What follows belongs to an exercise in optimizing a design on an open flow for small area; a production flow would make more cautious choices. Only simulation tests tie the RTL to the original design; equivalence was not proved.

==> flow/design.v <==
package mips_pkg;
  localparam int data_w     = 32;  
  localparam int reg_addr_w = 5;   
  localparam logic [reg_addr_w-1:0] link_reg = 5'd31;  
endpackage
module branch_decoder (
  input  logic [31:0] inst,
  output logic        is_jump,    
  output logic        is_jreg,    
  output logic        is_eq,      
  output logic        is_ne,      
  output logic        is_lez,     
  output logic        is_gtz,     
  output logic        is_ltz,     
  output logic        is_gez,     
  output logic        link_en,
  output logic [4:0]  link_addr
);
  logic [5:0] op;
  logic [5:0] funct;
  logic [4:0] rt;
  logic       special;
  logic       regimm;
  logic       regimm_ok;
  assign op      = inst[31:26];
  assign funct   = inst[5:0];
  assign rt      = inst[20:16];
  assign special = (op == 6'h00);
  assign regimm  = (op == 6'h01);
  assign regimm_ok = regimm && (rt[3:1] == 3'b000);
  assign is_jump = (op[5:1] == 5'b00001);
  assign is_jreg = special && (funct[5:1] == 5'b00100);
  assign is_eq   = (op == 6'h04);
  assign is_ne   = (op == 6'h05);
  assign is_lez  = (op == 6'h06);
  assign is_gtz  = (op == 6'h07);
  assign is_ltz  = regimm_ok && !rt[0];
  assign is_gez  = regimm_ok && rt[0];
  assign link_en   = (op == 6'h03) || (is_jreg && funct[0]) || (regimm_ok && rt[4]);
  assign link_addr = (special) ? inst[15:11] : 5'd31;
endmodule
module reg_file (
  input  logic        clk,
  input  logic        rst,
  input  logic [4:0]  rs_addr,
  input  logic [4:0]  rt_addr,
  output logic [31:0] rs_enc,    
  output logic [31:0] rt_enc,    
  output logic        phase,
  input  logic        wr_en,
  input  logic [4:0]  wr_addr,
  input  logic [31:0] wr_data,
  input  logic        link_en,
  input  logic [4:0]  link_addr,
  input  logic [31:0] link_data
);
  logic [31:0] enc [1:31];   
  logic [31:0] nxt [1:31];
  logic [31:0] wr_x   [0:1];   
  logic [31:0] link_x [0:1];
  logic [31:0] rs_sel [0:1];   
  logic [31:0] rt_sel [0:1];
  logic        nrst;
  always_ff @(posedge clk) begin
    phase <= rst | !phase;
  end
  assign nrst = !rst;
  for (genvar h = 0; h < 2; h++) begin : g_bus
    for (genvar b = 0; b < 32; b++) begin : g_bit
      xor2_g wx (.a (wr_data[b]),   .b (phase), .y (wr_x[h][b]));
      xor2_g lx (.a (link_data[b]), .b (phase), .y (link_x[h][b]));
    end
  end
  for (genvar i = 1; i < 32; i++) begin : g_reg
    logic lhit, whit, lsel, wsel, hsel;
    assign lhit = link_en && (link_addr == i);
    assign whit = wr_en && (wr_addr == i);
    and2_g ls (.a (nrst), .b (lhit),               .y (lsel));
    and3_g ws (.a (nrst), .b (!lhit), .c (whit),   .y (wsel));
    and3_g hs (.a (nrst), .b (!lhit), .c (!whit),  .y (hsel));
    for (genvar b = 0; b < 32; b++) begin : g_bit
      rf_cell u_wr (
        .h  (hsel), .q  (enc[i][b]),
        .w  (wsel), .wd (wr_x[i / 16][b]),
        .l  (lsel), .ld (link_x[i / 16][b]),
        .y  (nxt[i][b])
      );
    end
    always_ff @(posedge clk) begin
      enc[i] <= nxt[i];
    end
  end
  logic [7:0] rs_hi, rt_hi;
  logic [3:0] rs_lo, rt_lo;
  for (genvar k = 0; k < 8; k++) begin : g_hi
    assign rs_hi[k] = (rs_addr[4:2] == k);
    assign rt_hi[k] = (rt_addr[4:2] == k);
  end
  for (genvar k = 0; k < 4; k++) begin : g_lo
    assign rs_lo[k] = (rs_addr[1:0] == k);
    assign rt_lo[k] = (rt_addr[1:0] == k);
  end
  for (genvar h = 0; h < 2; h++) begin : g_sel
    for (genvar i = 0; i < 32; i++) begin : g_reg
      and2_g ss (.a (rs_hi[i / 4]), .b (rs_lo[i % 4]), .y (rs_sel[h][i]));
      and2_g ts (.a (rt_hi[i / 4]), .b (rt_lo[i % 4]), .y (rt_sel[h][i]));
    end
  end
  for (genvar b = 0; b < 32; b++) begin : g_rd
    logic [31:0] col;
    assign col[0] = phase;
    for (genvar i = 1; i < 32; i++) begin : g_col
      assign col[i] = enc[i][b];
    end
    rd_slice rs_s (.v (col), .s (rs_sel[b / 16]), .y (rs_enc[b]));
    rd_slice rt_s (.v (col), .s (rt_sel[b / 16]), .y (rt_enc[b]));
  end
endmodule
module and2_g (
  input  logic a, b,
  output logic y
);
  assign y = a && b;
endmodule
module and3_g (
  input  logic a, b, c,
  output logic y
);
  assign y = a && b && c;
endmodule
module xor2_g (
  input  logic a, b,
  output logic y
);
  assign y = a ^ b;
endmodule
module rf_cell (
  input  logic h, q, w, wd, l, ld,
  output logic y
);
  assign y = !((h && q) || (w && wd) || (l && ld));
endmodule
module rd_slice (
  input  logic [31:0] v,
  input  logic [31:0] s,
  output logic        y
);
  logic [11:0] n;
  for (genvar k = 0; k < 10; k++) begin : g_ao
    rf_cell ao (
      .h (s[3*k]),   .q  (v[3*k]),
      .w (s[3*k+1]), .wd (v[3*k+1]),
      .l (s[3*k+2]), .ld (v[3*k+2]),
      .y (n[k])
    );
  end
  nand2_g t30 (.a (s[30]), .b (v[30]), .y (n[10]));
  nand2_g t31 (.a (s[31]), .b (v[31]), .y (n[11]));
  nand12 fin (.a (n), .y (y));
endmodule
module nand2_g (
  input  logic a, b,
  output logic y
);
  assign y = !(a && b);
endmodule
module nand12 (
  input  logic [11:0] a,
  output logic        y
);
  assign y = !(&a);
endmodule
module branch_gen (
  input  logic [31:0] pc,
  input  logic [31:0] pc4,
  input  logic [31:0] inst,
  input  logic        is_jump,
  input  logic        is_jreg,
  input  logic        is_eq,
  input  logic        is_ne,
  input  logic        is_lez,
  input  logic        is_gtz,
  input  logic        is_ltz,
  input  logic        is_gez,
  input  logic [31:0] rs_enc,    
  input  logic [31:0] rt_enc,    
  input  logic        phase,
  output logic        branch_flag,
  output logic [31:0] branch_addr
);
  logic [31:0] rs_data;
  logic        eq;
  logic        neg;
  logic        zero;
  logic        rel;
  logic [29:0] rel_word;
  logic [31:0] jump_target;
  logic [31:0] rel_target;
  assign rs_data = rs_enc ^ {32{phase}};
  assign eq      = (rs_enc == rt_enc);
  assign neg     = rs_data[31];
  assign zero    = (rs_enc == {32{phase}});
  assign rel = (is_eq && eq) || (is_ne && !eq) || (is_lez && (neg || zero)) ||
               (is_gtz && !(neg || zero)) || (is_ltz && neg) || (is_gez && !neg);
  assign rel_word    = pc[31:2] + {{14{inst[15]}}, inst[15:0]} + 30'd1;
  assign jump_target = {pc4[31:28], inst[25:0], 2'b00};
  assign rel_target  = {rel_word, pc[1:0]};
  assign branch_flag = is_jump || is_jreg || rel;
  assign branch_addr = ({32{is_jump}} & jump_target) | ({32{is_jreg}} & rs_data) |
                       ({32{rel}} & rel_target);
endmodule
module pc_reg #(
  parameter logic [31:0] RESET_VECTOR = 32'hbfc0_0000
) (
  input  logic        clk,
  input  logic        rst,
  input  logic        branch_flag,
  input  logic [31:0] branch_addr,   
  output logic [31:0] pc,
  output logic [31:0] pc4,
  output logic [31:0] link_data
);
  logic [31:3] c8;   
  logic [31:3] c4;   
  always_comb begin
    c8[3] = 1'b1;
    c4[3] = pc[2];
    for (int b = 4; b < 32; b++) begin
      c8[b] = c8[b-1] & pc[b-1];
      c4[b] = c4[b-1] & pc[b-1];
    end
  end
  assign pc4       = {pc[31:3] ^ c4, !pc[2], pc[1:0]};
  assign link_data = {pc[31:3] ^ c8, pc[2:0]};
  always_ff @(posedge clk) begin
    if (rst) pc <= RESET_VECTOR;
    else     pc <= branch_addr | (pc4 & {32{!branch_flag}});
  end
endmodule
module branch_unit_top #(
  parameter logic [31:0] RESET_VECTOR = 32'hbfc0_0000
) (
  input  logic        clk,
  input  logic        rst,
  input  logic [31:0] inst,
  input  logic        wr_en,
  input  logic [4:0]  wr_addr,
  input  logic [31:0] wr_data,
  output logic [31:0] pc,
  output logic        branch_flag,
  output logic [31:0] branch_addr
);
  logic        is_jump, is_jreg, is_eq, is_ne, is_lez, is_gtz, is_ltz, is_gez;
  logic        link_en;
  logic [4:0]  link_addr;
  logic [31:0] link_data;
  logic [31:0] pc4;
  logic [31:0] rs_enc;
  logic [31:0] rt_enc;
  logic        phase;
  branch_decoder decoder0 (
    .inst      (inst),
    .is_jump   (is_jump),
    .is_jreg   (is_jreg),
    .is_eq     (is_eq),
    .is_ne     (is_ne),
    .is_lez    (is_lez),
    .is_gtz    (is_gtz),
    .is_ltz    (is_ltz),
    .is_gez    (is_gez),
    .link_en   (link_en),
    .link_addr (link_addr)
  );
  reg_file regs0 (
    .clk       (clk),
    .rst       (rst),
    .rs_addr   (inst[25:21]),
    .rt_addr   (inst[20:16]),
    .rs_enc    (rs_enc),
    .rt_enc    (rt_enc),
    .phase     (phase),
    .wr_en     (wr_en),
    .wr_addr   (wr_addr),
    .wr_data   (wr_data),
    .link_en   (link_en),
    .link_addr (link_addr),
    .link_data (link_data)
  );
  branch_gen gen0 (
    .pc          (pc),
    .pc4         (pc4),
    .inst        (inst),
    .is_jump     (is_jump),
    .is_jreg     (is_jreg),
    .is_eq       (is_eq),
    .is_ne       (is_ne),
    .is_lez      (is_lez),
    .is_gtz      (is_gtz),
    .is_ltz      (is_ltz),
    .is_gez      (is_gez),
    .rs_enc      (rs_enc),
    .rt_enc      (rt_enc),
    .phase       (phase),
    .branch_flag (branch_flag),
    .branch_addr (branch_addr)
  );
  pc_reg #(
    .RESET_VECTOR (RESET_VECTOR)
  ) pc0 (
    .clk         (clk),
    .rst         (rst),
    .branch_flag (branch_flag),
    .branch_addr (branch_addr),
    .pc          (pc),
    .pc4         (pc4),
    .link_data   (link_data)
  );
endmodule
export LEC_CHECK = 0
export CAP_MARGIN = 0
export CORE_MARGIN = 2
export CORE_UTILIZATION = 34
export CTS_BUF_LIST = sky130_fd_sc_hd__clkbuf_8 sky130_fd_sc_hd__clkbuf_16
export CTS_CLUSTER_DIAMETER = 100
export CTS_CLUSTER_SIZE = 30
export PLACE_DENSITY = 0.5
export SETUP_SLACK_MARGIN = 0.1
export SLEW_MARGIN = 0
export SYNTH_HIERARCHICAL = 1
create_clock -name core_clock -period 9.0 [get_ports {clk}]
standard.sh (not shown) runs the stock make flow with config.mk's settings and CLKGATE_MAP_FILE= SYNTH_SCRIPT=/design/flow/synth_recipe.tcl, a recipe that flattens the netlist after the stock synthesis.
==> flow/flow/run.sh <==
#!/bin/bash
set -euo pipefail
export BUFFER_PORTS_ARGS="-buffer_cell sky130_fd_sc_hd__buf_2"
export CTS_ARGS="-sink_clustering_enable -repair_clock_nets -sink_clustering_size 30 -sink_clustering_max_diameter 100 -buf_list {sky130_fd_sc_hd__clkbuf_8 sky130_fd_sc_hd__clkbuf_16} -dont_use_dummy_load"
export FASTROUTE_TCL="$PWD/flow/fastroute.tcl"
export RECOVER_POWER=100
bash standard.sh finish > flow_make.log 2>&1
==> flow/flow/fastroute.tcl <==
# Global routing layers as the platform's fastroute.tcl sets them, but with
# less of met1 offered to the global router, so that the detailed router has
# room on met1 for pin access.
set_global_routing_layer_adjustment met1 0.65
set_global_routing_layer_adjustment met2-$::env(MAX_ROUTING_LAYER) 0.25

set_routing_layers -clock $::env(MIN_CLK_ROUTING_LAYER)-$::env(MAX_ROUTING_LAYER)
set_routing_layers -signal $::env(MIN_ROUTING_LAYER)-$::env(MAX_ROUTING_LAYER)
The baseline ran to the end with violations: capacitance limit, slew limit.
Edit:
--- a/flow/flow/run.sh
+++ b/flow/flow/run.sh
@@ -6 +5,0 @@
-export RECOVER_POWER=100
--- a/flow/config.mk
+++ b/flow/config.mk
@@ -8 +8 @@
-export CAP_MARGIN = 0
+export CAP_MARGIN = 10
@@ -16 +16 @@
-export SLEW_MARGIN = 0
+export SLEW_MARGIN = 10
=> This time the run completed without violations. Cell area grows by about 0.4%. Count of clock-buffer cells in the layout stays the same. Flip-flop and latch count does not change.

## port drivers added, routing unchanged
The results above use ideal ports. As a check the final layouts listed here were re-extracted and re-timed, cells and wires unchanged. Step 1 (the two cells are an assumption about what drives the block):
set clk [get_ports {clk}]
set_driving_cell -lib_cell sky130_fd_sc_hd__clkbuf_16 $clk
set_driving_cell -lib_cell sky130_fd_sc_hd__buf_2 [delete_from_list [all_inputs] $clk]
Step 2 times the ports against the registers' clock, not the clock port: input delays grow and output delays shrink by t, the midpoint of the rising clock arrivals with the driver on. a / b / c = ideal ports / drivers / drivers and shift; a / b = the first two.
run	t, ns	slack for setup (ns)	pins driven straight from the clock port
the first run	0.786	0.192 / 0.171 / 0.171	1
the second run	0.773	0.171 / 0.147 / 0.147	1
The setup slack of the second run, which loses most, moves by -0.024 ns with the drivers and by -0.024 ns with both steps.
